Background: an optimization exercise with open tools, aiming at small area, a short achievable clock period and few clock cycles per item. Do not read the settings as production practice. In this exercise RTL edits were held to simulation tests only and were not proved equivalent to the original. Power is estimated from default activity; no workload was simulated.

## v6
// param_wallace_multiplier
module param_wallace_multiplier
#(
    parameter int WIDTH = 32
) (
    input  logic                 clk,
    input  logic                 rst,
    input  logic [WIDTH-1:0]     a,
    input  logic [WIDTH-1:0]     b,
    input  logic                 signed_mode,
    input  logic                 in_valid,
    output logic                 in_ready,
    output logic [2*WIDTH-1:0]   product,
    output logic                 out_valid,
    input  logic                 out_ready
);
For scale: roughly 5,700 cells after synthesis, roughly 140 I/O pins, roughly 45,000 um^2 of cells after synthesis.
clock: 5.0 ns
lec_check: 0
cap_margin: 20
core_margin: 2
core_utilization: 40
slew_margin: 20
run.sh (not shown) runs the stock make flow with config.mk's settings and CLKGATE_MAP_FILE= SYNTH_SCRIPT=/design/flow/synth_recipe.tcl, a recipe that flattens the netlist after the stock synthesis.
Testbench counts of v6, summed over its fixed seeds: cycles 8,016, items 8,000.
The following lists how v7 was set up differently from v6:
- a change of CORE_UTILIZATION from 40 to 55
- an added SETUP_SLACK_MARGIN of 2.2
## What came out
On relative slew slack, v6 loses to v7.
Against v6 as the reference, v7 delivers a higher violation count after the first detailed-routing iteration.
v7: part of the power in combinational logic is 4.7 points higher than what v6 reported.
Utilization v6 -> v7: up
Of v6 and v7, the lower width of the chip belongs to v7.
v7 ends up with a multi-input logic area that is 11% higher than in v6.
v7: setup slack after layout is 0.43 ns higher than what v6 reported.
Against v6 as the reference, v7 delivers a higher number of antenna violations at the first check in global routing.

* * *

== cedar ==
param_wallace_multiplier, a different RTL version from the one above (not shown whole).
For scale: roughly 2,900 cells after synthesis, ~42,000 um2 of cells after synthesis.
Settings: LEC_CHECK=0, CAP_MARGIN=20, CORE_MARGIN=2, CORE_UTILIZATION=60, SETUP_SLACK_MARGIN=2.5, SLEW_MARGIN=20, SYNTH_HIERARCHICAL=1, SYNTH_MINIMUM_KEEP_SIZE=0; clock period 5.0 ns.
Testbench counts of cedar, summed over its fixed seeds: cycles 8,032, items 8,000.
> inputs changed (cedar -> lagoon)
- a change of SETUP_SLACK_MARGIN from 2.5 to 2.3
==> notes.md <==
lagoon finished every stage and its layout cleared the timing, design-rule and antenna checks.
Changes observed in lagoon relative to cedar: last weighted congestion value of the routability-driven placer went up about 0.5%; signed area change from the synthesized netlist to the final layout fell 6.3 points; via count went down; non-filler instance count after layout now smaller.
Routed wire in lagoon totals less than in cedar.
STATUS clock skew: lagoon wins against cedar
Number of buffers created by CTS: lagoon vs cedar down 2
Utilization cedar -> lagoon: down
On global-route usage, lagoon and cedar are basically level.

* * *

02-17:
param_wallace_multiplier, a different RTL version from the one above (not shown whole).
Size in the first run: ~580 flip-flops, ~140 I/O pins, roughly 0.044 mm2 of cells after synthesis.
Design param_wallace_multiplier, start of the top module:
module param_wallace_multiplier
#(
    parameter int WIDTH = 32
) (
    input  logic                 clk,
    input  logic                 rst,
    input  logic [WIDTH-1:0]     a,
    input  logic [WIDTH-1:0]     b,
    input  logic                 signed_mode,
    input  logic                 in_valid,
    output logic                 in_ready,
    output logic [2*WIDTH-1:0]   product,
    output logic                 out_valid,
    input  logic                 out_ready
);
clock: 5.0 ns
lec_check: 0
cap_margin: 20
core_margin: 2
core_utilization: 60
setup_slack_margin: 1.9
slew_margin: 20
synth_hierarchical: 1
synth_minimum_keep_size: 0
02-17 completed; timing, DRC and antenna clean
Testbench counts of 02-17, summed over its fixed seeds: cycles 8,032, items 8,000.
Here is what was changed in the inputs of 07-20 compared with 02-17.
- SETUP_SLACK_MARGIN: 1.9 -> 2.2
Findings:
- 07-20 vs 02-17: number of antenna violations at the first check in global routing up
- 07-20 does worse than 02-17 on power after layout.
- 07-20 vs. 02-17: post-detailed-routing wire length up 1.5%; net switching share of the total power down 0.17 points; power per cell area flat; DRC marker count from the first detailed-route iteration down 3.4%.
- Summary: with 02-17 as the reference, non-clock buffer count in 07-20 moved up by a few percent.
- 07-20 completed end to end with timing, DRC and antenna clean.

* * *

Setup of build 37:
RTL: one of the versions met above, not the one the previous note started from.
Size: roughly 2900 cells after synthesis, roughly 580 flip-flops.
make LEC_CHECK=0 CAP_MARGIN=20 CORE_MARGIN=2 CORE_UTILIZATION=60 SETUP_SLACK_MARGIN=2.2 SLEW_MARGIN=20 SYNTH_HIERARCHICAL=1 SYNTH_MINIMUM_KEEP_SIZE=0 finish   # period 5.0 ns
Per the final summary, build 37 finished and its layout is clean on timing, DRC and antenna.
Testbench counts of build 37, summed over its fixed seeds: cycles 8,032, items 8,000.
What build 47 does differently from build 37 at the input level:
Settings: swapping 2.2 for 2.0 in SETUP_SLACK_MARGIN.
[summary]
Every stage of the flow completed for build 47, and the final layout passed the timing, design-rule and antenna checks.
Comparing build 37 against build 47, there is no change at all in critical path depth.
When the final numbers for build 37 and build 47 were put side by side, the largest incremental delay on the critical path turned out to be smaller in build 37.
Build 47 -> build 37: H-tree depth delta 0, exact match
Diff build 47..build 37 | combinational share of power | negligible
As of build 47, overall power of the completed layout had fallen slightly compared to build 37.
What build 63 does differently from build 47 at the input level:
Settings: SETUP_SLACK_MARGIN now 2.4, was 2.0.
==> notes.md <==
Summary of build 63 over build 47: multi-input gate area in the final layout went up 870 µm²; clock share of power went down 0.5 points; hold slack held; proportion of final cell area spent on non-clock buffers went up 0.34 points.
Ratio of final minimum period to clock period was lower in the run labelled build 63.
~same met3 track demand over resource in build 63 and build 47
Build 63 falls short of build 47 in routed wire length.
Build 63: no failed stages, no open violations at the end

static timing again, ports no longer ideal:
No port has a modelled driver above. Below, the same layouts with a new extraction and two added sets of constraints. Step 1 assumes that a clkbuf_16 drives the clock port and a buf_2 every other input. Step 2 also shifts input and output timing later by t, the mid clock arrival at the registers, as if the neighbouring blocks saw the same clock. Three values: ideal, step 1, step 2; two values: the first two.
run | t, ns | slack for setup (ns) | worst register clock-pin slew, ns | worst data-port slew with drivers (ns)
v6 | 0.653 | 0.306 / 0.306 / -0.306 | 0.06 / 0.06 | 0.17
v7 | 0.632 | 0.734 / 0.734 / 0.511 | 0.07 / 0.07 | 0.32
cedar | 0.680 | 2.280 / 2.280 / 2.263 | 0.06 / 0.06 | 0.04
lagoon | 0.673 | 2.302 / 2.302 / 2.078 | 0.06 / 0.06 | 0.05
02-17 | 0.672 | 1.893 / 1.893 / 1.692 | 0.06 / 0.06 | 0.04
07-20 | 0.672 | 2.151 / 2.151 / 2.010 | 0.06 / 0.06 | 0.04
build 37 | 0.678 | 2.240 / 2.240 / 2.123 | 0.06 / 0.06 | 0.05
build 47 | 0.674 | 2.053 / 2.040 / 1.876 | 0.06 / 0.06 | 0.05
build 63 | 0.671 | 2.305 / 2.305 / 2.028 | 0.06 / 0.06 | 0.05
Met with ideal ports but missed after step 2: setup timing in v6. The setup slack of v6, which loses most, moves by 0.000 ns with the drivers and by -0.612 ns with both steps.
